This is an optimization exercise on Yosys and OpenROAD, whose aim is small area, a short achievable clock period and few clock cycles, not a production implementation.
Function was not checked in any run shown here: the RTL went through the layout flow alone.

===== flow/config.mk =====
export PLATFORM = sky130hd
export DESIGN_NAME = seq_store_top
export DESIGN_NICKNAME = seq_store_top
export VERILOG_FILES = /design/flow/design.v
export SDC_FILE = /design/flow/constraint.sdc
export NUM_CORES = 4
export LEC_CHECK = 0
export CAP_MARGIN = 20
export CORE_MARGIN = 2
export CORE_UTILIZATION = 60
export SETUP_SLACK_MARGIN = 3.0
export SLEW_MARGIN = 20

===== flow/constraint.sdc =====
create_clock -name core_clock -period 6.3 [get_ports {clk_i}]
set_input_delay 1.2600 -clock core_clock [delete_from_list [all_inputs] [get_ports {clk_i}]]
set_output_delay 1.2600 -clock core_clock [all_outputs]
set_load 0.01 [all_outputs]

===== flow/design.v =====
`default_nettype none
package store_pkg;
  localparam int unsigned BUS_NIBBLES = 16;
  localparam int unsigned BUS_BYTES   = 8;
  localparam int unsigned BUS_NB_W    = 4;
  localparam int unsigned SEQ_NIBBLES = 32;
  localparam int unsigned SEQ_NB_W    = 5;
  typedef struct packed {
    logic [SEQ_NIBBLES-1:0][3:0] nb;
    logic [SEQ_NIBBLES-1:0]      en;
  } seq_entry_t;
  typedef struct packed {
    logic [BUS_NB_W-1:0] addr_off;
    logic                is_head;
    logic [BUS_NB_W:0]   lbn;
    logic                is_last;
    logic                is_final;
  } txn_beat_t;
  typedef struct packed {
    logic [7:0] vstart;
    logic [1:0] eew;
  } meta_t;
  typedef struct packed {
    logic [4*BUS_NIBBLES-1:0] data;
    logic [BUS_BYTES-1:0]     strb;
    logic                     last;
  } w_beat_t;
  typedef struct packed {
    logic                load;
    logic [SEQ_NB_W-1:0] load_ptr;
    logic                advance;
    logic [BUS_NB_W:0]   adv_cnt;
    logic                bus_clear;
    logic                seq_clear;
  } cursor_cmd_t;
  typedef struct packed {
    logic [BUS_NB_W:0]   start;
    logic [BUS_NB_W:0]   upper;
    logic [SEQ_NB_W-1:0] seq_ptr;
  } pack_win_t;
endpackage
`default_nettype wire
`timescale 1ns/1ps
`default_nettype none
module seq_store_top (
  input  wire logic                  clk_i,
  input  wire logic                  rst_ni,
  input  wire logic                  rx_deshfu_valid_i,
  output logic                       rx_deshfu_ready_o,
  input  wire store_pkg::seq_entry_t rx_deshfu_i,
  input  wire logic                  txn_valid_i,
  output logic                       txn_ready_o,
  input  wire store_pkg::txn_beat_t  txn_i,
  input  wire logic                  meta_valid_i,
  output logic                       meta_ready_o,
  input  wire store_pkg::meta_t      meta_i,
  output logic                       axi_w_valid_o,
  input  wire logic                  axi_w_ready_i,
  output store_pkg::w_beat_t         axi_w_o
);
  logic        in_req_q;
  logic        hold_q;
  logic [4:0]  ptr_q;
  logic [15:0][3:0] hi_nb_q;
  logic [15:0]      hi_en_q;
  logic        out_valid_q;
  store_pkg::w_beat_t out_q;
  logic        tq_valid_q;
  logic [3:0]  tq_lower_q;
  logic [4:0]  tq_upper_q;
  logic        tq_last_q;
  logic        tq_final_q;
  logic [4:0]  sum_q;     
  logic        span_q;    
  logic        ge17_q;    
  logic        ge32_q;    
  logic [4:0]  rot_q;     
  logic        mv0_q;
  logic        mv1_q;
  logic [4:0]  moff0_q;
  logic [4:0]  moff1_q;
  logic base;
  logic straddle;
  logic slot_free;
  logic need_x;
  logic step;
  logic capture;
  logic take_x;
  logic fin;
  logic load_meta;
  logic load_tq;
  assign base      = in_req_q && tq_valid_q;
  assign straddle     = !hold_q && span_q;
  assign slot_free = !out_valid_q || axi_w_ready_i;
  assign need_x    = !hold_q || span_q;
  assign fin       = tq_final_q;
  assign capture   = base && straddle && rx_deshfu_valid_i;
  assign step      = base && !straddle && slot_free && (!need_x || rx_deshfu_valid_i);
  assign take_x    = capture || (step && (fin ? need_x : (!hold_q && ge17_q)));
  assign load_meta = mv0_q && (!in_req_q || (step && fin));
  assign load_tq   = txn_valid_i && txn_ready_o;
  assign txn_ready_o       = !tq_valid_q || step;
  assign rx_deshfu_ready_o = (base && straddle)
                             || (base && !straddle && slot_free
                                 && (fin ? need_x : (!hold_q && ge17_q)));
  assign meta_ready_o      = !mv1_q;
  logic [4:0] meta_off;
  logic [4:0] ptr_n;
  logic [3:0] lower_n;
  logic [4:0] upper_n;
  always_comb begin
    case (meta_i.eew)
      2'd0:    meta_off = {meta_i.vstart[3:0], 1'b0};
      2'd1:    meta_off = {meta_i.vstart[2:0], 2'b0};
      2'd2:    meta_off = {meta_i.vstart[1:0], 3'b0};
      default: meta_off = {meta_i.vstart[0], 4'b0};
    endcase
  end
  logic [3:0] lower_p;
  logic [4:0] upper_p;
  logic [4:0] ptr_c;
  logic [3:0] lower_c;
  logic [4:0] upper_c;
  logic [5:0] sum_a;
  logic [5:0] sum_b;
  logic [5:0] sum_c;
  logic [4:0] rot_a;
  logic [4:0] rot_b;
  logic [4:0] rot_c;
  assign lower_p = txn_i.is_head ? txn_i.addr_off : 4'd0;
  assign upper_p = txn_i.is_last ? txn_i.lbn : 5'd16;
  assign ptr_c   = in_req_q ? ptr_q : moff0_q;
  assign lower_c = tq_valid_q ? tq_lower_q : lower_p;
  assign upper_c = tq_valid_q ? tq_upper_q : upper_p;
  assign sum_a = {1'b0, sum_q} + {1'b0, upper_p} - {2'b0, lower_p};
  assign sum_b = {1'b0, moff0_q} + {1'b0, upper_p} - {2'b0, lower_p};
  assign sum_c = {1'b0, ptr_c} + {1'b0, upper_c} - {2'b0, lower_c};
  assign rot_a = sum_q - {1'b0, lower_p};
  assign rot_b = moff0_q - {1'b0, lower_p};
  assign rot_c = ptr_c - {1'b0, lower_c};
  always_comb begin
    if (step) begin
      ptr_n   = fin ? moff0_q : sum_q;
      lower_n = lower_p;
      upper_n = upper_p;
    end else begin
      ptr_n   = ptr_c;
      lower_n = lower_c;
      upper_n = upper_c;
    end
  end
  logic [5:0] sum_s;
  logic [4:0] rot_s;
  always_comb begin
    if (step) begin
      sum_s = fin ? sum_b : sum_a;
      rot_s = fin ? rot_b : rot_a;
    end else begin
      sum_s = sum_c;
      rot_s = rot_c;
    end
  end
  always_ff @(posedge clk_i or negedge rst_ni) begin
    if (!rst_ni) begin
      in_req_q   <= 1'b0;
      hold_q     <= 1'b0;
      tq_valid_q <= 1'b0;
    end else begin
      if (capture) begin
        hold_q <= 1'b1;
      end else if (step) begin
        if (fin) begin
          hold_q <= 1'b0;
        end else if (hold_q) begin
          hold_q <= !ge32_q;
        end else begin
          hold_q <= ge17_q && !ge32_q;
        end
      end
      if (load_meta) begin
        in_req_q <= 1'b1;
      end else if (step && fin) begin
        in_req_q <= 1'b0;
      end
      if (txn_ready_o) begin
        tq_valid_q <= txn_valid_i;
      end
    end
  end
  always_ff @(posedge clk_i) begin
    ptr_q  <= ptr_n;
    sum_q  <= sum_s[4:0];
    span_q <= step ? (fin ? sum_b > 6'd32 : sum_a > 6'd32) : sum_c > 6'd32;
    ge17_q <= step ? (fin ? sum_b >= 6'd17 : sum_a >= 6'd17) : sum_c >= 6'd17;
    ge32_q <= sum_s[5];
    rot_q  <= rot_s;
    if (load_tq) begin
      tq_lower_q <= lower_n;
      tq_upper_q <= upper_n;
      tq_last_q  <= txn_i.is_last;
      tq_final_q <= txn_i.is_final;
    end
  end
  logic meta_push;
  assign meta_push = meta_valid_i && !mv1_q;
  always_ff @(posedge clk_i or negedge rst_ni) begin
    if (!rst_ni) begin
      mv0_q <= 1'b0;
      mv1_q <= 1'b0;
    end else begin
      if (load_meta) begin
        mv0_q <= mv1_q || meta_push;
        mv1_q <= 1'b0;
      end else begin
        mv0_q <= mv0_q || meta_push;
        mv1_q <= mv1_q || (mv0_q && meta_push);
      end
    end
  end
  always_ff @(posedge clk_i) begin
    if (load_meta ? !mv1_q : !mv0_q) begin
      moff0_q <= meta_off;
    end else if (load_meta) begin
      moff0_q <= moff1_q;
    end
    if (meta_push && mv0_q && !load_meta) begin
      moff1_q <= meta_off;
    end
  end
  always_ff @(posedge clk_i) begin
    if (take_x) begin
      for (int j = 0; j < 16; j++) begin
        hi_nb_q[j] <= rx_deshfu_i.nb[16+j];
      end
      hi_en_q <= rx_deshfu_i.en[31:16];
    end
  end
  logic [31:0][4:0] view;
  always_comb begin
    for (int j = 0; j < 32; j++) begin
      if (j >= 17 && hold_q) begin
        view[j] = {hi_en_q[j-16], hi_nb_q[j-16]};
      end else begin
        view[j] = {rx_deshfu_i.en[j], rx_deshfu_i.nb[j]};
      end
    end
  end
  logic [30:0][4:0] r4;
  logic [22:0][4:0] r3;
  logic [18:0][4:0] r2;
  logic [16:0][4:0] r1;
  logic [15:0][4:0] r0;
  always_comb begin
    for (int k = 0; k < 31; k++) r4[k] = rot_q[4] ? view[(k+16)%32] : view[k];
    for (int k = 0; k < 23; k++) r3[k] = rot_q[3] ? r4[k+8] : r4[k];
    for (int k = 0; k < 19; k++) r2[k] = rot_q[2] ? r3[k+4] : r3[k];
    for (int k = 0; k < 17; k++) r1[k] = rot_q[1] ? r2[k+2] : r2[k];
    for (int k = 0; k < 16; k++) r0[k] = rot_q[0] ? r1[k+1] : r1[k];
  end
  logic [15:0][3:0] bus_nb;
  logic [15:0]      bus_en;
  logic [7:0]       bus_strb;
  always_comb begin
    for (int i = 0; i < 16; i++) begin
      if (4'(i) >= tq_lower_q && 5'(i) < tq_upper_q) begin
        bus_nb[i] = r0[i][3:0];
        bus_en[i] = r0[i][4];
      end else begin
        bus_nb[i] = 4'd0;
        bus_en[i] = 1'b0;
      end
    end
    for (int k = 0; k < 8; k++) begin
      bus_strb[k] = bus_en[2*k] | bus_en[2*k+1];
    end
  end
  always_ff @(posedge clk_i or negedge rst_ni) begin
    if (!rst_ni) begin
      out_valid_q <= 1'b0;
    end else if (step) begin
      out_valid_q <= 1'b1;
    end else if (axi_w_ready_i) begin
      out_valid_q <= 1'b0;
    end
  end
  always_ff @(posedge clk_i) begin
    if (step) begin
      out_q.data <= bus_nb;
      out_q.strb <= bus_strb;
      out_q.last <= tq_last_q;
    end
  end
  assign axi_w_valid_o = out_valid_q;
  assign axi_w_o       = out_q;
endmodule
`default_nettype wire

===== flow/flow/run.sh =====
#!/bin/bash
# Standard ORFS layout, with the port buffers inserted as the smallest buffer
# (the resizer still upsizes any that timing needs).
set -euo pipefail
export BUFFER_PORTS_ARGS="-buffer_cell sky130_fd_sc_hd__buf_1"
bash standard.sh finish > standard_flow.log 2>&1

===== flow/standard.sh =====
#!/bin/bash
# synth_recipe.tcl (not shown) runs the flow's synth.tcl, then flattens the netlist and writes it again
# the make line also repeats each setting of config.mk as NAME=value (left out here)
make -C /OpenROAD-flow-scripts/flow DESIGN_CONFIG=/design/flow/config.mk WORK_HOME=/design/flow/orfs CLKGATE_MAP_FILE= SYNTH_SCRIPT=/design/flow/synth_recipe.tcl "${@:-finish}"

==> results of run 1 <==
[state kept, by name, indices dropped and copies added, names as in the netlist, 4 cells and up]
name and flops:
rot_q 5, hi_nb_q 60, tq_lower_q 4, moff0_q 4, hi_en_q 15, ptr_q 5, sum_q 5, tq_upper_q 5
out_q 73, moff1_q 4
[metal layers]
metal	track usage (%)	vias to the layer above
li1	-	6285
met1	48.3	6876
met2	61.6	806
met3	6.94	144
met4	19.2	2
met5	0	-
[final cells by class]
class	instances	area, um^2
diodes	2	5.00
clock buffers	17	425
clock inverters	15	186
fillers	2027	8220
inverters	67	267
multi-input cells	1139	9550
flip-flops and latches	191	5540
well taps	335	419
repair buffers	294	1300
[critical path: stages]
cell	delay (ns)
buf_1	0.13
nand2b_1	0.17
o2111ai_4	0.16
buf_12	0.19
nand2_1	0.10
buf_1	0.17
[placed cells by master (no fill, tap or decap), types with 7 or more instances in the layout]
cell	synthesis	layout
buf_1	8	257
edfxtp_1	167	167
mux2i_1	151	151
nand2_1	107	101
nor2_1	104	101
mux2_2	83	83
o21ai_0	86	81
mux4_2	65	65
a22oi_1	66	65
inv_1	64	61
a21oi_1	56	50
a22o_1	49	49
o211ai_1	36	36
o22ai_1	29	29
buf_4	11	27
ha_1	27	26
nand2b_1	21	20
a211oi_1	18	18
or2_2	18	18
nor3_1	18	17
clkbuf_16	0	17
and2_1	16	16
a21o_1	14	14
dfxtp_1	18	14
fa_1	14	13
o2bb2ai_1	12	12
nand3_1	12	11
xnor2_1	11	10
o21ai_1	5	8
nor2b_1	10	8
o21a_1	8	8
a31oi_1	7	7
[cell families (layout without fill, tap and decap cells)]
family / Yosys count / count (layout) / share of synthesized area, %
multiplexers: 306 / 306 / 25.5
buffers and inverters: 183 / 393 / 5.08
adder cells (fa/ha/maj): 41 / 41 / 3.93
other: 0 / 2 / 0
flip-flops: 191 / 191 / 35.2
AND/OR/NAND/NOR: 337 / 337 / 10.0
XOR/XNOR: 15 / 15 / 0.836
AO/OA/AOI/OAI: 440 / 440 / 19.5
[how the worst max path moves through the flow]
stage                       from     endpoint  slack [ns]  cells after the start
6_report       rx_deshfu_valid_i  txn_ready_o        2.85                      6
5_1_grt        rx_deshfu_valid_i  txn_ready_o        2.78                      6
4_1_cts        rx_deshfu_valid_i  txn_ready_o        2.86                      6
3_5_place_dp   rx_deshfu_valid_i  txn_ready_o        2.32                      6
3_3_place_gp   rx_deshfu_valid_i  txn_ready_o        2.36                      6
2_1_floorplan  rx_deshfu_valid_i  hi_en_q[10]        2.83                      4
[per-stage QoR]
| step | cells |
|---|---|
| after floorplan | 1513 |
| final | 2060 |
| after detailed placement | 2015 |
| after global placement | 2015 |
| after CTS | 2054 |
| after global routing | 2059 |
[Yosys cell counts, drive strengths merged (6+ instances only)]
library cell | instances | area, um^2
or3 | 6 | 37.5
a21oi | 56 | 280
a22o | 49 | 429
clkbuf | 61 | 229
inv | 66 | 248
mux2 | 90 | 1030
nand3 | 12 | 60.1
a22oi | 66 | 495
a21o | 14 | 105
o21a | 8 | 60.1
buf | 55 | 318
o211ai | 36 | 270
nor2 | 104 | 390
a221o | 6 | 60.1
ha | 27 | 338
o2bb2ai | 12 | 105
fa | 14 | 280
or2 | 18 | 113
dfrtp | 6 | 150
nand2b | 21 | 131
a31oi | 7 | 43.8
mux4 | 65 | 1460
o21ai | 91 | 455
xnor2 | 11 | 96.3
dfxtp | 18 | 360
nor2b | 10 | 62.6
a221oi | 8 | 82.6
nor3 | 18 | 90.1
mux2i | 151 | 1510
nand2 | 107 | 402
o221ai | 6 | 58.8
and2 | 16 | 100
a211oi | 18 | 135
o22ai | 29 | 181
edfxtp | 167 | 5010
[timing repair]
action                                  in CTS  in global routing
resized for setup                           19                 14
setup buffers                                7                  4
pin swaps                                    2                  1
endpoints found under the setup margin      70                 26
==> impl_metrics.toml, run 1 <==
[logic_synthesis]
syn-cell-area_um2 = 15700
synthArstFlopShare_pct = 3.14
synth_edf_count = 167
ys_types = 71
synth_seq_cells = 191
synth_area_per_cell_um2 = 10.4
yosys_warnings = 33
seq_area_frac_synth_pct = 35.2
netlist_instances = 1513
synthFlopType = "edfxtp_1"
syn-num-nets = 1742

[sta]
clock_skew_ns = 0.0151
slew_headroom_pct = 27.5
fin_setup_tns_ns = 0
hold_slack_ns = 0.424
rsz0062_at_grt = "true"
drv_slew = 0
period_needed_ns = 3.45
setup_slack_ns = 2.85
hold_viol_final = 0
worst_slew_pin_slew_ns = 1.09
fin_crit_sh_pct = 54.8
report.final.setup_viol = 0
max_freq_mhz = 290

[global_routing]
grt_overflow = 0
grt_pass1_vias = 13600
track_usage_pct = 37.7
grt_max_degree = 89
antenna_found_initial = 2
grt_pass1_wl_um = 80300

[critical_path]
worstPathMaxFanout = 19
r2r_end = "out_q[3]"
end_kind = "output port"
arrival_ns = 2.19
reg2reg_from = "rot_q[1]"
rrSetupSlack_ns = 3.02
required_ns = 5.04
reg2reg_depth = 7
path_class = "primary input to output port"
critPathLaunchType = "primary input"

[clock_tree]
cts_buffers = 17
htreeDepth = 4
clk_pin_slew_ns = 0.08
cts_tree = "yes"
clk_latency_ns = 0.46
clkSinkCount = 191
ctsHoldBuffers = 0
clockBufferDepth = 2
cts_root_buffer = "clkbuf_16"

[min_path]
whs_endpoint = "out_q[0]"
holdPathStages = 0
min_from = "tq_last_q"
min_path_type = "register to register"

[drt]
wl_met3_um = 4380
drc_errors = 0
drt_iter0_drc = 1793
antenna_left = 0
via_per_inst = 6.85
vias = 14100
drt-met1-wl_um = 20300
top_layer = "met5"
wl_met2_um = 25200
routed_wl_um = 52800
first_pass_iters = 9
wl_per_cell_um = 25.6

[floorplan]
ios = 265
initial_core_util_pct = 60.7
rows = 59
die_height_um = 166
die_area_um2 = 27500
die_width_um = 166
fp.coreArea_um2 = 25900

[layout]
fin_util_pct = 68.3
final_design_area_no_fill_um2 = 17700
synthToLayoutAreaGrowth_pct = 12.6
layout.nets = 1939
drive_above_1_share_pct = 16.4

[job]
maxCapViolations = 0

[place]
pre_cts_ws_ns = 2.32
placedInstanceArea_um2 = 16900
routabilityCongestion = 1.02
hpwl_um = 39900
portBuffers = 260

[outcome]
status = "timing/DRC/antenna clean"
==> run 2: changes to the inputs <==
--- a/flow/design.v
+++ b/flow/design.v
@@ -76,4 +76,9 @@
   logic        ge32_q;    
   logic [4:0]  rot_q;     
+  logic        tn_valid_q;
+  logic [3:0]  tn_lower_q;
+  logic [4:0]  tn_upper_q;
+  logic        tn_last_q;
+  logic        tn_final_q;
   logic        mv0_q;
   logic        mv1_q;
@@ -100,5 +105,5 @@
   assign load_meta = mv0_q && (!in_req_q || (step && fin));
   assign load_tq   = txn_valid_i && txn_ready_o;
-  assign txn_ready_o       = !tq_valid_q || step;
+  assign txn_ready_o       = !tn_valid_q;
   assign rx_deshfu_ready_o = (base && straddle)
                              || (base && !straddle && slot_free
@@ -107,6 +112,4 @@
   logic [4:0] meta_off;
   logic [4:0] ptr_n;
-  logic [3:0] lower_n;
-  logic [4:0] upper_n;
   always_comb begin
     case (meta_i.eew)
@@ -128,6 +131,14 @@
   logic [4:0] rot_b;
   logic [4:0] rot_c;
-  assign lower_p = txn_i.is_head ? txn_i.addr_off : 4'd0;
-  assign upper_p = txn_i.is_last ? txn_i.lbn : 5'd16;
+  logic [3:0] lower_i;
+  logic [4:0] upper_i;
+  logic       last_p;
+  logic       final_p;
+  assign lower_i = txn_i.is_head ? txn_i.addr_off : 4'd0;
+  assign upper_i = txn_i.is_last ? txn_i.lbn : 5'd16;
+  assign lower_p = tn_valid_q ? tn_lower_q : lower_i;
+  assign upper_p = tn_valid_q ? tn_upper_q : upper_i;
+  assign last_p  = tn_valid_q ? tn_last_q  : txn_i.is_last;
+  assign final_p = tn_valid_q ? tn_final_q : txn_i.is_final;
   assign ptr_c   = in_req_q ? ptr_q : moff0_q;
   assign lower_c = tq_valid_q ? tq_lower_q : lower_p;
@@ -141,11 +152,7 @@
   always_comb begin
     if (step) begin
-      ptr_n   = fin ? moff0_q : sum_q;
-      lower_n = lower_p;
-      upper_n = upper_p;
+      ptr_n = fin ? moff0_q : sum_q;
     end else begin
-      ptr_n   = ptr_c;
-      lower_n = lower_c;
-      upper_n = upper_c;
+      ptr_n = ptr_c;
     end
   end
@@ -166,4 +173,5 @@
       hold_q     <= 1'b0;
       tq_valid_q <= 1'b0;
+      tn_valid_q <= 1'b0;
     end else begin
       if (capture) begin
@@ -183,6 +191,10 @@
         in_req_q <= 1'b0;
       end
-      if (txn_ready_o) begin
-        tq_valid_q <= txn_valid_i;
+      if (step) begin
+        tq_valid_q <= tn_valid_q || load_tq;
+        tn_valid_q <= 1'b0;
+      end else begin
+        tq_valid_q <= tq_valid_q || load_tq;
+        tn_valid_q <= tn_valid_q || (tq_valid_q && load_tq);
       end
     end
@@ -195,9 +207,15 @@
     ge32_q <= sum_s[5];
     rot_q  <= rot_s;
-    if (load_tq) begin
-      tq_lower_q <= lower_n;
-      tq_upper_q <= upper_n;
-      tq_last_q  <= txn_i.is_last;
-      tq_final_q <= txn_i.is_final;
+    if (step || !tq_valid_q) begin
+      tq_lower_q <= lower_p;
+      tq_upper_q <= upper_p;
+      tq_last_q  <= last_p;
+      tq_final_q <= final_p;
+    end
+    if (load_tq && tq_valid_q && !step) begin
+      tn_lower_q <= lower_i;
+      tn_upper_q <= upper_i;
+      tn_last_q  <= txn_i.is_last;
+      tn_final_q <= txn_i.is_final;
     end
   end
==> impl_metrics.toml, run 2 <==
[outcome]
status = "timing/DRC/antenna clean"

[logic_synthesis]
synth_edf_count = 178
synth_seq_cells = 203
ys_types = 64
netlist_instances = 1435
synthArstFlopShare_pct = 3.45
synth_top_cell_area_share_pct = 33.9
syn-cell-area_um2 = 15800
seq_area_frac_synth_pct = 37.3
syn-num-nets = 1663
synth_area_per_cell_um2 = 11.0
synth_area_leaders = "edfxtp_1 34%, mux2i_1 14%, mux4_2 7.7%"
yosysMostFrequentCell = "mux2i_1"
yosysTopAreaCell = "edfxtp_1"
synth_commonest_cells = "214 x mux2i_1, 178 x edfxtp_1, 91 x mux2_2"
yosys_warnings = 33
synthFlopType = "edfxtp_1"

[min_path]
min_from = "tq_last_q"
holdPathStages = 0
whs_endpoint = "out_q[0]"
min_path_type = "register to register"

[sta]
max_freq_mhz = 276
period_needed_ns = 3.62
worst_slew_pin_slew_ns = 1.16
fin_setup_tns_ns = 0
rsz0062_at_grt = "true"
drv_slew = 0
hold_slack_ns = 0.447
fin_crit_sh_pct = 57.4
report.final.setup_viol = 0
setup_slack_ns = 2.68
clock_skew_ns = 0.00961
slew_headroom_pct = 22.2
hold_viol_final = 0

[layout]
fin_util_pct = 68.8
most-common-layout-cells = "256 x buf_1, 214 x mux2i_1, 178 x edfxtp_1"
top_register = "out_q"
reg_top3 = "out_q: 73 flops, hi_nb_q: 60 flops, hi_en_q: 15 flops"
synthToLayoutAreaGrowth_pct = 13.1
drive_above_1_share_pct = 15.7
num_antenna_cells = 0
largest_reg_flops = 73
final_design_area_no_fill_um2 = 17800
layout.nets = 1863
final_common_cell = "buf_1"

[floorplan]
rows = 59
die_height_um = 166
fp.coreArea_um2 = 25900
ios = 265
die_area_um2 = 27600
die_width_um = 166
initial_core_util_pct = 60.9

[drt]
via_per_inst = 6.84
wl_per_cell_um = 25.7
routed_wl_um = 51000
drt_iter0_drc = 1797
first_pass_iters = 6
drc_errors = 0
antenna_left = 0
vias = 13600

[clock_tree]
clk_latency_ns = 0.53
htreeDepth = 1
cts_tree = "yes"
clockBufferDepth = 3
ctsHoldBuffers = 0
clkSinkCount = 203
cts_root_buffer = "clkbuf_16"
clk_pin_slew_ns = 0.06
cts_buffers = 23

[global_routing]
antenna_found_initial = 0
grt_pass1_vias = 12900
grt_max_degree = 85
grt_overflow = 0
grt_pass1_wl_um = 77400
track_usage_pct = 36.0

[critical_path]
arrival_ns = 3.97
required_ns = 6.65
r2r_end = "span_q"
path_buf_inv = 2
reg2reg_depth = 12
end_kind = "register"
reg2reg_from = "tn_valid_q"
rrSetupSlack_ns = 2.75
worstPathMaxFanout = 7
crit_slowest_cell = "fa_1"
critPathLaunchType = "primary input"
critical_path.startpoint = "txn_i[1]"
path_class = "primary input to register"
crit_family = "adder cells"
critPathMaxStageDelay_ns = 0.45
crit_chain = "buf_2 > and2_1 > mux2_4 > mux2i_1 > fa_1 > inv_2 > fa_2 > or3_4 > or3_1 > a21oi_1 > a31oi_1"

[place]
hpwl_um = 38100
portBuffers = 260
placedInstanceArea_um2 = 16900
pre_cts_ws_ns = 1.99
routabilityCongestion = 0.967

[job]
maxCapViolations = 0
## run 2: kinds of logic after synthesis
family | count (synthesis) | share of synthesized area (%)
multiplexers | 370 | 28.8
AO/OA/AOI/OAI | 368 | 16.5
AND/OR/NAND/NOR | 277 | 8.20
flip-flops | 203 | 37.3
buffers and inverters | 158 | 4.41
adder cells (fa/ha/maj) | 41 | 3.76
XOR/XNOR | 18 | 1.00
## run 2: layout make-up
class / instances / area (um^2)
Multi-Input combinational cell: 1074 / 9340
Fill cell: 2023 / 8090
Sequential cell: 203 / 5900
Timing Repair Buffer: 282 / 1230
Clock buffer: 30 / 643
Tap cell: 335 / 419
Inverter: 51 / 203
Clock inverter: 12 / 103
## run 2: how the worst max path moves through the flow
stage | end | slack [ns] | cells after the start
after detailed placement | span_q | 1.99 | 13
after floorplan | span_q | 2.41 | 12
after global placement | span_q | 1.98 | 13
final | span_q | 2.68 | 11
after CTS | span_q | 2.70 | 11
after global routing | span_q | 2.59 | 14
## run 2: metal layers
layer  GRT usage (%)  wire length (um)
met2            54.2             22300
met4            12.2              1910
met1            53.1             21600
met5               0                 0
met3            6.24              5160
## run 2: metrics by stage
stage,cells
final,1987
after global placement,1938
after detailed placement,1938
after global routing,1987
after floorplan,1435
after CTS,1985
## run 2: repair_timing
item,in CTS,in global routing
gates cloned,0,0
buffers inserted,5,2
pin swaps,7,2
gates resized for setup,21,9
setup endpoints to repair,71,58
==> run 3: changes to the inputs <==
--- a/flow/design.v
+++ b/flow/design.v
@@ -71,9 +71,4 @@
   logic        tq_last_q;
   logic        tq_final_q;
-  logic [4:0]  sum_q;     
-  logic        span_q;    
-  logic        ge17_q;    
-  logic        ge32_q;    
-  logic [4:0]  rot_q;     
   logic        tn_valid_q;
   logic [3:0]  tn_lower_q;
@@ -81,4 +76,9 @@
   logic        tn_last_q;
   logic        tn_final_q;
+  logic [4:0]  sum_q;     
+  logic        span_q;    
+  logic        ge17_q;    
+  logic        ge32_q;    
+  logic [4:0]  rot_q;     
   logic        mv0_q;
   logic        mv1_q;
@@ -94,7 +94,8 @@
   logic fin;
   logic load_meta;
-  logic load_tq;
+  logic tn_move;
+  logic tn_load;
   assign base      = in_req_q && tq_valid_q;
-  assign straddle     = !hold_q && span_q;
+  assign straddle  = !hold_q && span_q;
   assign slot_free = !out_valid_q || axi_w_ready_i;
   assign need_x    = !hold_q || span_q;
@@ -104,6 +105,7 @@
   assign take_x    = capture || (step && (fin ? need_x : (!hold_q && ge17_q)));
   assign load_meta = mv0_q && (!in_req_q || (step && fin));
-  assign load_tq   = txn_valid_i && txn_ready_o;
-  assign txn_ready_o       = !tn_valid_q;
+  assign tn_move   = step || !tq_valid_q;
+  assign tn_load   = txn_valid_i && txn_ready_o;
+  assign txn_ready_o       = !tn_valid_q || tn_move;
   assign rx_deshfu_ready_o = (base && straddle)
                              || (base && !straddle && slot_free
@@ -120,6 +122,4 @@
     endcase
   end
-  logic [3:0] lower_p;
-  logic [4:0] upper_p;
   logic [4:0] ptr_c;
   logic [3:0] lower_c;
@@ -131,22 +131,12 @@
   logic [4:0] rot_b;
   logic [4:0] rot_c;
-  logic [3:0] lower_i;
-  logic [4:0] upper_i;
-  logic       last_p;
-  logic       final_p;
-  assign lower_i = txn_i.is_head ? txn_i.addr_off : 4'd0;
-  assign upper_i = txn_i.is_last ? txn_i.lbn : 5'd16;
-  assign lower_p = tn_valid_q ? tn_lower_q : lower_i;
-  assign upper_p = tn_valid_q ? tn_upper_q : upper_i;
-  assign last_p  = tn_valid_q ? tn_last_q  : txn_i.is_last;
-  assign final_p = tn_valid_q ? tn_final_q : txn_i.is_final;
   assign ptr_c   = in_req_q ? ptr_q : moff0_q;
-  assign lower_c = tq_valid_q ? tq_lower_q : lower_p;
-  assign upper_c = tq_valid_q ? tq_upper_q : upper_p;
-  assign sum_a = {1'b0, sum_q} + {1'b0, upper_p} - {2'b0, lower_p};
-  assign sum_b = {1'b0, moff0_q} + {1'b0, upper_p} - {2'b0, lower_p};
+  assign lower_c = tq_valid_q ? tq_lower_q : tn_lower_q;
+  assign upper_c = tq_valid_q ? tq_upper_q : tn_upper_q;
+  assign sum_a = {1'b0, sum_q} + {1'b0, tn_upper_q} - {2'b0, tn_lower_q};
+  assign sum_b = {1'b0, moff0_q} + {1'b0, tn_upper_q} - {2'b0, tn_lower_q};
   assign sum_c = {1'b0, ptr_c} + {1'b0, upper_c} - {2'b0, lower_c};
-  assign rot_a = sum_q - {1'b0, lower_p};
-  assign rot_b = moff0_q - {1'b0, lower_p};
+  assign rot_a = sum_q - {1'b0, tn_lower_q};
+  assign rot_b = moff0_q - {1'b0, tn_lower_q};
   assign rot_c = ptr_c - {1'b0, lower_c};
   always_comb begin
@@ -191,10 +181,9 @@
         in_req_q <= 1'b0;
       end
-      if (step) begin
-        tq_valid_q <= tn_valid_q || load_tq;
-        tn_valid_q <= 1'b0;
-      end else begin
-        tq_valid_q <= tq_valid_q || load_tq;
-        tn_valid_q <= tn_valid_q || (tq_valid_q && load_tq);
+      if (tn_move) begin
+        tq_valid_q <= tn_valid_q;
+      end
+      if (txn_ready_o) begin
+        tn_valid_q <= txn_valid_i;
       end
     end
@@ -207,13 +196,13 @@
     ge32_q <= sum_s[5];
     rot_q  <= rot_s;
-    if (step || !tq_valid_q) begin
-      tq_lower_q <= lower_p;
-      tq_upper_q <= upper_p;
-      tq_last_q  <= last_p;
-      tq_final_q <= final_p;
+    if (tn_move) begin
+      tq_lower_q <= tn_lower_q;
+      tq_upper_q <= tn_upper_q;
+      tq_last_q  <= tn_last_q;
+      tq_final_q <= tn_final_q;
     end
-    if (load_tq && tq_valid_q && !step) begin
-      tn_lower_q <= lower_i;
-      tn_upper_q <= upper_i;
+    if (tn_load) begin
+      tn_lower_q <= txn_i.is_head ? txn_i.addr_off : 4'd0;
+      tn_upper_q <= txn_i.is_last ? txn_i.lbn : 5'd16;
       tn_last_q  <= txn_i.is_last;
       tn_final_q <= txn_i.is_final;
--- a/flow/config.mk
+++ b/flow/config.mk
@@ -9,4 +9,4 @@
 export CORE_MARGIN = 2
 export CORE_UTILIZATION = 60
-export SETUP_SLACK_MARGIN = 3.0
+export SETUP_SLACK_MARGIN = 3.3
 export SLEW_MARGIN = 20
==> impl_metrics.toml, run 3 <==
[logic_synthesis]
synth_edf_count = 178
yosysMostFrequentCell = "edfxtp_1"
seq_area_frac_synth_pct = 37.2
synth_area_leaders = "edfxtp_1 34%, mux4_2 16%, mux2_2 5.8%"
synth_commonest_cells = "178 x edfxtp_1, 142 x nor2_1, 110 x mux4_2"
yosysTopAreaCell = "edfxtp_1"
synth_area_per_cell_um2 = 11.0
syn-num-nets = 1666
ys_types = 73
syn-cell-area_um2 = 15800
synthFlopType = "edfxtp_1"
yosys_warnings = 33
netlist_instances = 1436
synth_top_cell_area_share_pct = 33.8
synth_seq_cells = 203
synthArstFlopShare_pct = 3.45

[job]
maxCapViolations = 0

[layout]
layout.nets = 1882
synthToLayoutAreaGrowth_pct = 14.1
drive_above_1_share_pct = 19.9
top_register = "out_q"
final_common_cell = "buf_1"
largest_reg_flops = 73
fillerInstances = 1995
reg_top3 = "out_q: 73 flops, hi_nb_q: 60 flops, hi_en_q: 15 flops"
most-common-layout-cells = "257 x buf_1, 178 x edfxtp_1, 141 x nor2_1"

[clock_tree]
clkSinkCount = 203
ctsHoldBuffers = 0
clk_pin_slew_ns = 0.07
cts_buffers = 22
clockBufferDepth = 3
htreeDepth = 1
cts_root_buffer = "clkbuf_16"
cts_tree = "yes"
clk_latency_ns = 0.52

[critical_path]
arrival_ns = 2.01
path_buf_inv = 3
worstPathMaxFanout = 3
end_kind = "output port"
rrSetupSlack_ns = 3.28
required_ns = 5.04
crit_slowest_cell = "nor2b_4"
crit_chain = "buf_1 > nand2b_4 > nor2b_4 > buf_4 > o2bb2ai_2 > buf_2"
crit_family = "buffers and inverters"
critPathLaunchType = "primary input"
critPathMaxStageDelay_ns = 0.16
path_class = "primary input to output port"

[drt]
first_pass_iters = 7
routed_wl_um = 52800
via_per_inst = 6.93
antenna_left = 0
drc_errors = 0
vias = 13900
drt_iter0_drc = 1993
wl_per_cell_um = 26.3

[global_routing]
grt_pass1_vias = 12900
grt_overflow = 0
track_usage_pct = 37.0
grt_pass1_wl_um = 78700
antenna_found_initial = 3
grt_max_degree = 80

[sta]
rsz0062_at_grt = "true"
drv_slew = 0
clock_skew_ns = 0.0141
report.final.setup_viol = 0
hold_viol_final = 0
worst_slew_pin_slew_ns = 0.971
slew_headroom_pct = 35.3
max_freq_mhz = 306
period_needed_ns = 3.27
fin_crit_sh_pct = 51.8
fin_setup_tns_ns = 0

[floorplan]
initial_core_util_pct = 60.9
rows = 59
fp.coreArea_um2 = 26000
ios = 265
die_area_um2 = 27700
die_width_um = 166
die_height_um = 166

[place]
portBuffers = 260
hpwl_um = 38900
routabilityCongestion = 1.01

[min_path]
min_path_type = "register to register"

[outcome]
status = "timing/DRC/antenna clean"
-- run 3: cell count changes after synthesis, sizes merged, moves of 7 or more --
cell	delta
nand3	+10
inv	+32
o31ai	-7
mux4	+56
mux2	-11
a22o	-31
mux2i	-154
a22oi	-34
nor2	+53
o211ai	-13
o22ai	+47
a221o	-14
o32ai	+7
-- run 3: path summary, 6_finish.rpt --
kind,start,cells after the start,endpoint
min reg2reg,tn_final_q,0,tq_final_q
min,tn_final_q,0,tq_final_q
max reg2reg,tq_valid_q,12,span_q
min in group asynchronous,rst_ni,1,mv0_q
max,axi_w_ready_i,6,rx_deshfu_ready_o
max in group asynchronous,rst_ni,1,hold_q
-- run 3: metal layers --
layer | vias to the layer above | part of all wire (%) | GRT usage (%)
met4 | 0 | 3.6 | 11.8
met1 | 6648 | 41 | 56.7
met3 | 129 | 15 | 11.9
met2 | 1053 | 41 | 49.9
met5 | - | 0 | 0
li1 | 6055 | - | -
-- run 3: kinds of logic after synthesis --
kind of cell	share of synthesized area, %
AOI/OAI and AO/OA	16.2
DFF	37.2
buffers and inverters	5.50
and+or+nand+nor	10.2
adders and majority gates	4.05
xor gates and xnor gates	0.830
muxes	26.1
-- run 3: final cells by class --
cell class / instances / area (um^2) / area share [%]
sequential: 203 / 5900 / 32.7
multi-input combinational: 1043 / 9260 / 51.3
timing repair buffer: 299 / 1430 / 7.90
clock buffer: 27 / 591 / 3.27
antenna: 3 / 7.51 / 0.0416
clock inverter: 11 / 134 / 0.742
inverter: 83 / 319 / 1.77
tap: 335 / 419 / 2.32
-- run 3: worst reg2reg max path, stage by stage, from the launching register on --
cell       delay, ns
dfrtp_4         0.57
nand2_1         0.10
o21a_1          0.16
inv_2           0.07
fa_2            0.59
inv_1           0.05
ha_1            0.27
a21o_1          0.16
a21oi_4         0.09
or4_1           0.44
o2111ai_2       0.13
o21ai_1         0.10
a22oi_1         0.20
-- run 3: per-stage QoR --
step | area [um^2] | util, % | instances | setup slack, ns | hold WS (ns)
3_3_place_gp | 16800 | 64.7 | 1938 | 2.53 | 0.405
6_report | 18100 | 69.5 | 2004 | 3.03 | 0.425
4_1_cts | 17800 | 68.5 | 1992 | 3.04 | 0.424
5_1_grt | 18100 | 69.5 | 2004 | 2.99 | 0.431
3_5_place_dp | 16800 | 64.7 | 1938 | 2.51 | 0.406
2_1_floorplan | 15900 | - | 1436 | 2.91 | 0.400
-- run 3: repair_timing --
action                                 in CTS  in global routing
endpoints found under the hold margin       0                  0
pin swaps                                   3                  2
gates cloned                                1                  1
setup endpoints to repair                 144                 74
gates resized for setup                    32                 28
setup buffers                              15                  8
==> run 4: changes to the inputs <==
--- a/flow/config.mk
+++ b/flow/config.mk
@@ -6,4 +6,5 @@
 export NUM_CORES = 4
 export LEC_CHECK = 0
+export ABC_AREA = 1
 export CAP_MARGIN = 20
 export CORE_MARGIN = 2
==> impl_metrics.toml, run 4 <==
[critical_path]
crit_slowest_cell = "or2_4"
arrival_ns = 2.06
crit_top_cell = "buf_6"
path_class = "primary input to output port"
critPathMaxStageDelay_ns = 0.25
required_ns = 5.04
critPathLaunchType = "primary input"
end_kind = "output port"
worstPathMaxFanout = 2
crit_chain = "buf_6 > or2_4 > nand2_4 > clkinv_8 > nor2_4 > nand2_2 > buf_6"
crit_family = "simple AND/OR/NAND/NOR gates"
path_buf_inv = 3

[logic_synthesis]
yosysMostFrequentCell = "nand3_1"
synth_area_per_cell_um2 = 7.07
synth_commonest_cells = "674 x nand3_1, 568 x nand2_1, 178 x edfxtp_1"
synth_seq_cells = 203
synth_top_cell_area_share_pct = 33.9
yosysTopAreaCell = "edfxtp_1"
netlist_instances = 2231
ys_types = 45
synthFlopType = "edfxtp_1"
yosys_warnings = 33
synth_area_leaders = "edfxtp_1 34%, nand3_1 21%, nand2_1 14%"
syn-num-nets = 2461
synthArstFlopShare_pct = 3.45
synth_edf_count = 178
seq_area_frac_synth_pct = 37.3
syn-cell-area_um2 = 15800

[drt]
antenna_left = 0
wl_met3_um = 6020
wl_met2_um = 27400
routed_wl_um = 59500
drt_iter0_drc = 2451
wl_per_cell_um = 21.4
drt-met1-wl_um = 19900
top_layer = "met4"
first_pass_iters = 8
drc_errors = 0
via_per_inst = 6.28
vias = 17400

[global_routing]
grt_pass1_wl_um = 89300
antenna_found_initial = 4
grt_max_degree = 108
grt_pass1_vias = 16100
grt_overflow = 0
track_usage_pct = 41.5

[floorplan]
initial_core_util_pct = 60.8
rows = 59
fp.coreArea_um2 = 25900
die_area_um2 = 27600
die_height_um = 166
die_width_um = 166
ios = 265

[clock_tree]
clockBufferDepth = 3
cts_tree = "yes"
clk_pin_slew_ns = 0.06
htreeDepth = 1
cts_root_buffer = "clkbuf_16"
clk_latency_ns = 0.54
cts_buffers = 24
clkSinkCount = 203

[sta]
rsz0062_at_grt = "true"
fin_crit_sh_pct = 52.7
setup_slack_ns = 2.98
max_freq_mhz = 301
worst_slew_pin_slew_ns = 1.13
fin_setup_tns_ns = 0
hold_slack_ns = 0.416
drv_slew = 0
report.final.setup_viol = 0
slew_headroom_pct = 24.2
hold_viol_final = 0
period_needed_ns = 3.32
clock_skew_ns = 0.0187

[layout]
fin_util_pct = 68.7
largest_reg_flops = 73
final_design_area_no_fill_um2 = 17800
layout.nets = 2643
reg_top3 = "out_q: 73 flops, hi_nb_q: 60 flops, hi_en_q: 15 flops"
synthToLayoutAreaGrowth_pct = 12.9
fin_cells = 2773
drive_above_1_share_pct = 5.80
most-common-layout-cells = "674 x nand3_1, 566 x nand2_1, 258 x buf_1"
top_register = "out_q"
final_common_cell = "nand3_1"

[place]
hpwl_um = 41100
placedInstanceArea_um2 = 16500
dp_cells = 2696
routabilityCongestion = 0.998
pre_cts_ws_ns = 2.45
portBuffers = 260

[outcome]
status = "timing/DRC/antenna clean"

[min_path]
min_path_type = "register to register"

[job]
maxCapViolations = 0
run 4: cell types whose count changed in the layout (fill, tap and decap cells not counted), sizes merged, moves of 44 or more:
cell	change
nand3	+655
o211ai	+44
o22ai	-103
nand2	+480
mux2	-91
inv	+75
mux2i	-56
mux4	-110
run 4: worst paths after layout:
path / startpoint / endpoint / slack [ns] / depth (start not counted)
worst min register to register: tq_last_q / out_q[0] / 0.42 / 0
worst min-delay path: tq_last_q / out_q[0] / 0.42 / 0
worst max-delay path: rx_deshfu_valid_i / txn_ready_o / 2.98 / 7
worst max register to register: rot_q[4] / out_q[43] / 3.38 / 7
max in group asynchronous: rst_ni / tq_valid_q / 5.36 / 1
min in group asynchronous: rst_ni / tn_valid_q / 0.62 / 1
run 4: cells by family after synthesis:
family | synth area share [%]
muxes | 0.254
buffers and inverters | 8.96
xor gates and xnor gates | 0.445
and+or+nand+nor | 40.5
adders and majority gates | 4.00
AOI/OAI and AO/OA | 8.58
DFF | 37.3
run 4: layout make-up:
| cell class | instances | area (um^2) |
|---|---|---|
| fill | 2236 | 8110 |
| multi-input combinational | 1723 | 8530 |
| clock buffer | 30 | 654 |
| antenna | 7 | 17.5 |
| sequential | 203 | 5900 |
| clock inverter | 14 | 253 |
| timing repair buffer | 300 | 1370 |
| inverter | 160 | 653 |
| timing repair inverter | 1 | 8.76 |
| tap | 335 | 419 |
run 4: routing by layer:
layer / vias to the layer above / GRT usage [%]
li1: 8029 / -
met1: 7949 / 46.5
met2: 1161 / 68.1
met3: 281 / 9.32
met4: 0 / 34.0
met5: - / 0
run 4: timing repair:
| item | in CTS | in global routing |
|---|---|---|
| pin swaps | 5 | 4 |
| endpoints found under the setup margin | 75 | 77 |
| gates cloned | 1 | 2 |
| setup buffers | 4 | 19 |
| gates resized for setup | 17 | 19 |
| hold buffers | 0 | 0 |
==> run 5: changes to the inputs <==
--- a/flow/config.mk
+++ b/flow/config.mk
@@ -6,8 +6,7 @@
 export NUM_CORES = 4
 export LEC_CHECK = 0
-export ABC_AREA = 1
 export CAP_MARGIN = 20
 export CORE_MARGIN = 2
 export CORE_UTILIZATION = 60
-export SETUP_SLACK_MARGIN = 3.3
+export SETUP_SLACK_MARGIN = 3.0
 export SLEW_MARGIN = 20
==> impl_metrics.toml, run 5 <==
[layout]
final_common_cell = "buf_1"
largest_reg_flops = 73
fillerInstances = 2068
multi_input_area_um2 = 9150
layout.nets = 1862
top_register = "out_q"
most-common-layout-cells = "258 x buf_1, 178 x edfxtp_1, 142 x nor2_1"
ff_latch_area_um2 = 5900
drive_above_1_share_pct = 17.6
fin_cells = 1988
synthToLayoutAreaGrowth_pct = 11.6
reg_top3 = "out_q: 73 flops, hi_nb_q: 60 flops, hi_en_q: 15 flops"

[logic_synthesis]
synthArstFlopShare_pct = 3.45
ys_types = 73
syn-cell-area_um2 = 15800
seq_area_frac_synth_pct = 37.2
yosysMostFrequentCell = "edfxtp_1"
yosys.area_share.simple_pct = 10.2
netlist_instances = 1436
synthXorXnorAreaFrac_pct = 0.830
synthAdderAreaFrac_pct = 4.05
synth_edf_count = 178
synth-compound-area-share_pct = 16.2
synth_commonest_cells = "178 x edfxtp_1, 142 x nor2_1, 110 x mux4_2"
yosys_warnings = 33
synth_top_cell_area_share_pct = 33.8
synth_seq_cells = 203
muxShareOfSynthArea_pct = 26.1
yosysTopAreaCell = "edfxtp_1"
synthFlopType = "edfxtp_1"
syn-num-nets = 1666
synth_area_leaders = "edfxtp_1 34%, mux4_2 16%, mux2_2 5.8%"
synth_top_family_by_area = "multiplexers"
synth_area_per_cell_um2 = 11.0

[place]
portBuffers = 260
dp_cells = 1938
pre_cts_ws_ns = 2.43
hpwl_um = 38400
routabilityCongestion = 0.994

[critical_path]
required_ns = 5.04
end_kind = "output port"
reg2reg_from = "rot_q[1]"
reg2reg_depth = 7
crit_chain = "buf_1 > maj3_2 > nand2_8 > nand3_4 > buf_6"
r2r_end = "out_q[60]"
worstPathMaxFanout = 3
arrival_ns = 2.03
rrSetupSlack_ns = 3.10
path_class = "primary input to output port"
critPathLaunchType = "primary input"
crit_slowest_cell = "maj3_2"
critPathMaxStageDelay_ns = 0.37

[sta]
hold_slack_ns = 0.438
report.final.setup_viol = 0
worst_slew_pin_slew_ns = 1.05
rsz0062_at_grt = "true"
clock_skew_ns = 0.0171
period_needed_ns = 3.29
setup_slack_ns = 3.01
hold_viol_final = 0
fin_setup_tns_ns = 0
drv_slew = 0
slew_headroom_pct = 29.2
max_freq_mhz = 304
fin_crit_sh_pct = 52.2

[global_routing]
grt_overflow = 0
track_usage_pct = 35.8
grt_pass1_wl_um = 75800
antenna_found_initial = 4
grt_pass1_vias = 12600
grt_max_degree = 92

[drt]
drt_iter0_drc = 2010
antenna_left = 0
wl_per_cell_um = 25.6
first_pass_iters = 6
vias = 13800
drc_errors = 0
routed_wl_um = 50800
via_per_inst = 6.97

[clock_tree]
clk_latency_ns = 0.52
cts_buffers = 22
htreeDepth = 1
cts_root_buffer = "clkbuf_16"
clockBufferDepth = 3
clk_pin_slew_ns = 0.06
clkSinkCount = 203
cts_tree = "yes"
ctsHoldBuffers = 0

[floorplan]
ios = 265
rows = 59
fp.coreArea_um2 = 26000
die_height_um = 166
initial_core_util_pct = 60.9
die_area_um2 = 27700
die_width_um = 166

[job]
maxCapViolations = 0

[min_path]
min_path_type = "register to register"
holdPathStages = 0
whs_endpoint = "tq_last_q"
min_from = "tn_last_q"

[outcome]
status = "timing/DRC/antenna clean"
-- run 5: cell count changes after synthesis, sizes merged, moves of 38 or more --
cell / change
buf: -72
mux4: +110
o22ai: +103
nand3: -655
mux2: +91
mux2i: +56
a22o: +38
o211ai: -44
inv: -78
nand2: -481
-- run 5: worst max-delay path by stage --
stage | cells past startpoint | start | endpoint | slack, ns
2_1_floorplan | 5 | axi_w_ready_i | hi_en_q[10] | 2.91
3_3_place_gp | 7 | rx_deshfu_valid_i | moff1_q[3] | 2.49
3_5_place_dp | 7 | rx_deshfu_valid_i | moff1_q[2] | 2.43
4_1_cts | 5 | rx_deshfu_valid_i | txn_ready_o | 2.91
5_1_grt | 7 | axi_w_ready_i | txn_ready_o | 2.99
6_report | 5 | rx_deshfu_valid_i | txn_ready_o | 3.01
-- run 5: critical path: cells and delay by family --
family        cells  cell delay [ns]
buf+inv           2             0.24
simple gates      2             0.16
fa+ha+maj         1             0.37
-- run 5: cell families (layout without fill, tap and decap cells) --
kind of cell               Yosys count  after routing
buffers and inverters              191            401
and+or+nand+nor                    352            353
other                                0              6
muxes                              261            261
adders and majority gates           43             43
DFF                                203            203
xor gates and xnor gates            15             15
AOI/OAI and AO/OA                  371            371
-- run 5: repair_timing --
action	in CTS	in global routing
cloned	1	0
resized for setup	7	16
buffers inserted	3	1
hold endpoints to repair	0	0
pin swaps	1	3
endpoints found under the setup margin	63	60
-- run 5: layout make-up --
class                   instances  area share, %
diodes                          6         0.0850
clock buffers                  27           3.34
clock inverters                12          0.638
inverters                      83           1.78
multi-input cells            1043           51.8
flip-flops and latches        203           33.4
well taps                     335           2.37
repair buffers                279           6.61
-- run 5: through the flow --
step | instance area (um^2) | utilization [%]
3_5_place_dp | 16800 | 64.7
6_report | 17700 | 68.0
3_3_place_gp | 16800 | 64.7
4_1_cts | 17600 | 67.7
5_1_grt | 17700 | 67.9
2_1_floorplan | 15900 | -
-- run 5: layer usage --
metal  track usage, %  up-vias  wire (um)  share of wire (%)
met5                0        -          0                  0
met2             47.6      988      20600                 41
met4             10.2        0       1590                3.1
met3             8.70      103       6710                 13
li1                 -     6016          -                  -
met1             57.7     6741      21900                 43
==> run 6: changes to the inputs <==
--- a/flow/design.v
+++ b/flow/design.v
@@ -236,5 +236,5 @@
   end
   always_ff @(posedge clk_i) begin
-    if (take_x) begin
+    if (!hold_q) begin
       for (int j = 0; j < 16; j++) begin
         hi_nb_q[j] <= rx_deshfu_i.nb[16+j];
@@ -292,5 +292,5 @@
   end
   always_ff @(posedge clk_i) begin
-    if (step) begin
+    if (slot_free) begin
       out_q.data <= bus_nb;
       out_q.strb <= bus_strb;
--- a/flow/config.mk
+++ b/flow/config.mk
@@ -9,4 +9,4 @@
 export CORE_MARGIN = 2
 export CORE_UTILIZATION = 60
-export SETUP_SLACK_MARGIN = 3.0
+export SETUP_SLACK_MARGIN = 3.3
 export SLEW_MARGIN = 20
==> impl_metrics.toml, run 6 <==
[global_routing]
grt_pass1_vias = 13600
grt_pass1_wl_um = 82600
grt_overflow = 0
track_usage_pct = 38.7
grt_max_degree = 78
antenna_found_initial = 2

[logic_synthesis]
yosysMostFrequentCell = "edfxtp_1"
synthXorXnorAreaFrac_pct = 0.831
syn-num-nets = 1697
yosys_warnings = 33
synth_seq_cells = 203
synth_area_per_cell_um2 = 10.8
synth_commonest_cells = "178 x edfxtp_1, 141 x mux2i_1, 104 x nand2_1"
synth_area_leaders = "edfxtp_1 34%, mux4_2 9.4%, mux2i_1 8.9%"
seq_area_frac_synth_pct = 37.2
synth_edf_count = 178
synth_top_family_by_area = "multiplexers"
synth-compound-area-share_pct = 18.4
synth_top_cell_area_share_pct = 33.8
netlist_instances = 1467
synthFlopType = "edfxtp_1"
yosysTopAreaCell = "edfxtp_1"
yosys.area_share.simple_pct = 9.09
muxShareOfSynthArea_pct = 25.3
synthAdderAreaFrac_pct = 4.05
syn-cell-area_um2 = 15800
ys_types = 74
synthArstFlopShare_pct = 3.45

[critical_path]
worstPathMaxFanout = 2
critPathLaunchType = "primary input"
required_ns = 5.04
path_class = "primary input to output port"
end_kind = "output port"
arrival_ns = 2.07

[drt]
routed_wl_um = 54600
antenna_left = 0
drc_errors = 0
vias = 14000
via_per_inst = 6.84
wl_per_cell_um = 26.7
drt_iter0_drc = 1858
first_pass_iters = 6

[sta]
max_freq_mhz = 300
worst_slew_pin_slew_ns = 1.04
report.final.setup_viol = 0
slew_headroom_pct = 30.9
fin_setup_tns_ns = 0
fin_crit_sh_pct = 52.9
hold_viol_final = 0
hold_slack_ns = 0.419
drv_slew = 0
setup_slack_ns = 2.97
period_needed_ns = 3.33
clock_skew_ns = 0.0219
rsz0062_at_grt = "true"

[floorplan]
rows = 59
die_area_um2 = 27700
initial_core_util_pct = 60.8
ios = 265
fp.coreArea_um2 = 26000
die_width_um = 166
die_height_um = 166

[layout]
drive_above_1_share_pct = 15.7
reg_top3 = "out_q: 73 flops, hi_nb_q: 60 flops, hi_en_q: 15 flops"
top_register = "out_q"
fin_cells = 2047
synthToLayoutAreaGrowth_pct = 14.9
final_common_cell = "buf_1"
largest_reg_flops = 73
layout.nets = 1924
most-common-layout-cells = "256 x buf_1, 178 x edfxtp_1, 139 x mux2i_1"

[outcome]
status = "timing/DRC/antenna clean"

[min_path]
min_path_type = "register to register"

[clock_tree]
clockBufferDepth = 3
clk_pin_slew_ns = 0.06
cts_tree = "yes"
clkSinkCount = 203
clk_latency_ns = 0.54
ctsHoldBuffers = 0
cts_root_buffer = "clkbuf_16"
cts_buffers = 22
htreeDepth = 1

[place]
portBuffers = 260
pre_cts_ws_ns = 2.17
hpwl_um = 40100
routabilityCongestion = 1.01
dp_cells = 1975

[job]
maxCapViolations = 0
[run 6: critical path: stages]
cell and delay (ns):
buf_6 0.10, maj3_2 0.33, nand4_1 0.15, nand3_2 0.10
buf_6 0.13
[run 6: path summary, 6_finish.rpt]
check	from	end	slack, ns	depth (start not counted)
max	rx_deshfu_valid_i	txn_ready_o	2.97	5
min	tq_last_q	out_q[0]	0.42	0
max reg2reg	rot_q[3]	out_q[30]	3.32	7
min reg2reg	tq_last_q	out_q[0]	0.42	0
max in group asynchronous	rst_ni	hold_q	5.17	1
min in group asynchronous	rst_ni	tn_valid_q	0.70	1
[run 6: per-stage QoR]
stage / utilization [%] / area (um^2)
floorplan: - / 15900
global route: 69.9 / 18200
global placement: 65.1 / 16900
finish: 69.9 / 18200
CTS: 69.2 / 18000
detailed placement: 65.1 / 16900
[run 6: repair_timing]
| action | 4_1_cts | 5_1_grt |
|---|---|---|
| setup endpoints to repair | 88 | 65 |
| cloned | 3 | 0 |
| setup buffers | 19 | 8 |
| resized for setup | 28 | 26 |
| pin swaps | 4 | 10 |
[run 6: cells by family (layout without fill, tap and decap cells)]
group,after synthesis,after routing
compound gates,409,409
xor+xnor,15,15
fa+ha+maj,43,43
buf+inv,188,428
flops,203,203
mux,301,301
other cells,0,2
simple gates,308,311
[run 6: per-layer routing]
layer	track usage [%]	wire (um)	vias up
li1	-	-	6182
met1	51.5	20800	6722
met2	59.9	24100	916
met3	9.96	6510	190
met4	18.0	3230	0
met5	0	0	-
[run 6: area by class of cell]
cell class / instances / area (um^2)
multi-input combinational: 1079 / 9290
fill: 1985 / 7820
sequential: 203 / 5900
timing repair buffer: 307 / 1500
clock buffer: 29 / 607
tap: 335 / 419
inverter: 81 / 320
clock inverter: 11 / 121
antenna: 2 / 5.00
==> run 7: changes to the inputs <==
--- a/flow/design.v
+++ b/flow/design.v
@@ -236,5 +236,5 @@
   end
   always_ff @(posedge clk_i) begin
-    if (!hold_q) begin
+    if (take_x) begin
       for (int j = 0; j < 16; j++) begin
         hi_nb_q[j] <= rx_deshfu_i.nb[16+j];
@@ -292,5 +292,5 @@
   end
   always_ff @(posedge clk_i) begin
-    if (slot_free) begin
+    if (step) begin
       out_q.data <= bus_nb;
       out_q.strb <= bus_strb;
--- a/flow/config.mk
+++ b/flow/config.mk
@@ -9,4 +9,6 @@
 export CORE_MARGIN = 2
 export CORE_UTILIZATION = 60
+export CTS_BUF_LIST = sky130_fd_sc_hd__clkbuf_4 sky130_fd_sc_hd__clkbuf_8
+export CTS_CLUSTER_SIZE = 30
 export SETUP_SLACK_MARGIN = 3.3
 export SLEW_MARGIN = 20
==> impl_metrics.toml, run 7 <==
[critical_path]
crit_family = "adder cells"
path_buf_inv = 2
crit_chain = "buf_6 > maj3_2 > nand2_8 > nand3_4 > buf_6"
critPathLaunchType = "primary input"
required_ns = 5.04
end_kind = "output port"
path_class = "primary input to output port"
reg2reg_depth = 12
crit_top_cell = "buf_6"
crit_cells = 5
arrival_ns = 2.01
critPathMaxStageDelay_ns = 0.35
crit_slowest_cell = "maj3_2"
worstPathMaxFanout = 2

[sta]
setup_slack_ns = 3.03
drv_slew = 0
period_needed_ns = 3.27
slew_headroom_pct = 34.3
report.final.setup_viol = 0
hold_viol_final = 0
rsz0062_at_grt = "true"
worst_slew_pin_slew_ns = 0.985
fin_setup_tns_ns = 0
clock_skew_ns = 0.0171
max_freq_mhz = 306
fin_crit_sh_pct = 51.9

[clock_tree]
clk_pin_slew_ns = 0.06
clockBufferDepth = 3
cts_buffers = 36
clk_latency_ns = 0.54
clkSinkCount = 203
htreeDepth = 2
cts_tree = "yes"
cts_root_buffer = "clkbuf_8"

[global_routing]
grt_pass1_wl_um = 79100
grt_max_degree = 80
grt_pass1_vias = 13000
antenna_found_initial = 3
track_usage_pct = 37.2
grt_overflow = 0

[layout]
largest_reg_flops = 73
final_common_cell = "buf_1"
fin_cells = 2032
final_design_area_no_fill_um2 = 18100
drive_above_1_share_pct = 21.1
layout.nets = 1898
top_register = "out_q"
reg_top3 = "out_q: 73 flops, hi_nb_q: 60 flops, hi_en_q: 15 flops"
synthToLayoutAreaGrowth_pct = 14.2
most-common-layout-cells = "257 x buf_1, 178 x edfxtp_1, 141 x nor2_1"
fin_util_pct = 69.5

[place]
portBuffers = 260
routabilityCongestion = 1.01
hpwl_um = 38900
placedInstanceArea_um2 = 16800
pre_cts_ws_ns = 2.51
dp_cells = 1938

[logic_synthesis]
ys_types = 73
synth_area_per_cell_um2 = 11.0
yosysTopAreaCell = "edfxtp_1"
synthFlopType = "edfxtp_1"
yosys_warnings = 33
yosysMostFrequentCell = "edfxtp_1"
synthArstFlopShare_pct = 3.45
seq_area_frac_synth_pct = 37.2
synth_commonest_cells = "178 x edfxtp_1, 142 x nor2_1, 110 x mux4_2"
synth_area_leaders = "edfxtp_1 34%, mux4_2 16%, mux2_2 5.8%"
syn-cell-area_um2 = 15800
synth_edf_count = 178
synth_top_cell_area_share_pct = 33.8
netlist_instances = 1436
synth_seq_cells = 203
syn-num-nets = 1666

[floorplan]
initial_core_util_pct = 60.9
die_width_um = 166
fp.coreArea_um2 = 26000
die_area_um2 = 27700
ios = 265
die_height_um = 166
rows = 59

[min_path]
min_path_type = "register to register"
holdPathStages = 0

[drt]
drt_iter0_drc = 2110
drc_errors = 0
first_pass_iters = 6
wl_per_cell_um = 26.1
vias = 14000
antenna_left = 0
via_per_inst = 6.88
routed_wl_um = 53000

[job]
maxCapViolations = 0

[outcome]
status = "timing/DRC/antenna clean"
[run 7: what timing repair did]
action / 4_1_cts / 5_1_grt
buffers inserted: 14 / 11
hold buffers: 0 / 0
endpoints found under the setup margin: 159 / 77
gates resized for setup: 33 / 23
pin swaps: 3 / 2
gates cloned: 1 / 1
[run 7: routing by layer]
layer	wire, um	up-vias	GRT usage [%]
li1	-	6092	-
met1	22200	6728	57.4
met2	21500	1029	50.4
met3	7450	135	11.7
met4	1910	0	10.9
met5	0	-	0
[run 7: area by class of cell]
type | count | area [um^2]
repair buffers | 301 | 1450
clock inverters | 17 | 118
fillers | 2010 | 7930
diodes | 3 | 7.51
well taps | 335 | 419
inverters | 83 | 319
flip-flops and latches | 203 | 5900
clock buffers | 47 | 603
multi-input cells | 1043 | 9250
[run 7: through the flow]
step	hold WS, ns
after CTS	0.419
after global placement	0.405
after detailed placement	0.406
after global routing	0.423
after floorplan	0.400
final	0.415
[run 7: kinds of logic after synthesis]
family | after synthesis | synth area share [%]
flops | 203 | 37.2
simple gates | 352 | 10.2
fa+ha+maj | 43 | 4.05
xor+xnor | 15 | 0.830
compound gates | 371 | 16.2
buf+inv | 191 | 5.50
mux | 261 | 26.1
[run 7: worst reg2reg max path: stages (launching register included)]
cell and delay, ns:
dfrtp_4 0.56, buf_4 0.20, nand2_1 0.06, o21a_1 0.16, inv_1 0.06, fa_1 0.51, inv_1 0.05, ha_1 0.36
a21o_1 0.23, a21oi_1 0.21, xnor2_1 0.21, o21ai_1 0.11, a22oi_1 0.21
[run 7: final timing paths]
kind | startpoint | slack (ns) | endpoint
min in group asynchronous | rst_ni | 0.62 | tq_valid_q
min | tn_final_q | 0.42 | tq_final_q
max | rx_deshfu_valid_i | 3.03 | txn_ready_o
min reg2reg | tn_final_q | 0.42 | tq_final_q
max reg2reg | tq_valid_q | 3.27 | span_q
max in group asynchronous | rst_ni | 5.36 | hold_q

-- separate check: timing with driven ports --
The results above use ideal ports. As a check the final layouts listed here were re-extracted and re-timed, cells and wires unchanged. Step 1 (the two cells are an assumption about what drives the block):
set clk [get_ports {clk_i}]
set_driving_cell -lib_cell sky130_fd_sc_hd__clkbuf_16 $clk
set_driving_cell -lib_cell sky130_fd_sc_hd__buf_2 [delete_from_list [all_inputs] $clk]
Step 2 moves the port delays by t, midway between the first and last clock arrival at a register: inputs arrive t later, outputs are due t later. That takes back most of the time a late clock gives input paths. a / b / c = ideal / step 1 / step 2; a / b = the first two.
run	t (ns)	slack for setup (ns)	latest minus earliest clock arrival (ns)
run 1	0.506	2.849 / 2.826 / 2.549	0.015 / 0.016
run 2	0.577	2.681 / 2.696 / 2.120	0.011 / 0.011
run 3	0.559	3.034 / 3.005 / 2.777	0.017 / 0.017
run 4	0.583	2.981 / 2.948 / 2.948	0.020 / 0.020
run 5	0.564	3.012 / 2.989 / 2.763	0.018 / 0.017
run 6	0.586	2.970 / 2.934 / 2.810	0.022 / 0.022
run 7	0.583	3.031 / 3.001 / 2.880	0.022 / 0.022
After both steps every run listed still meets setup and hold. For run 2, which loses most, drivers alone change the setup slack by +0.015 ns; drivers and shift together by -0.561 ns.
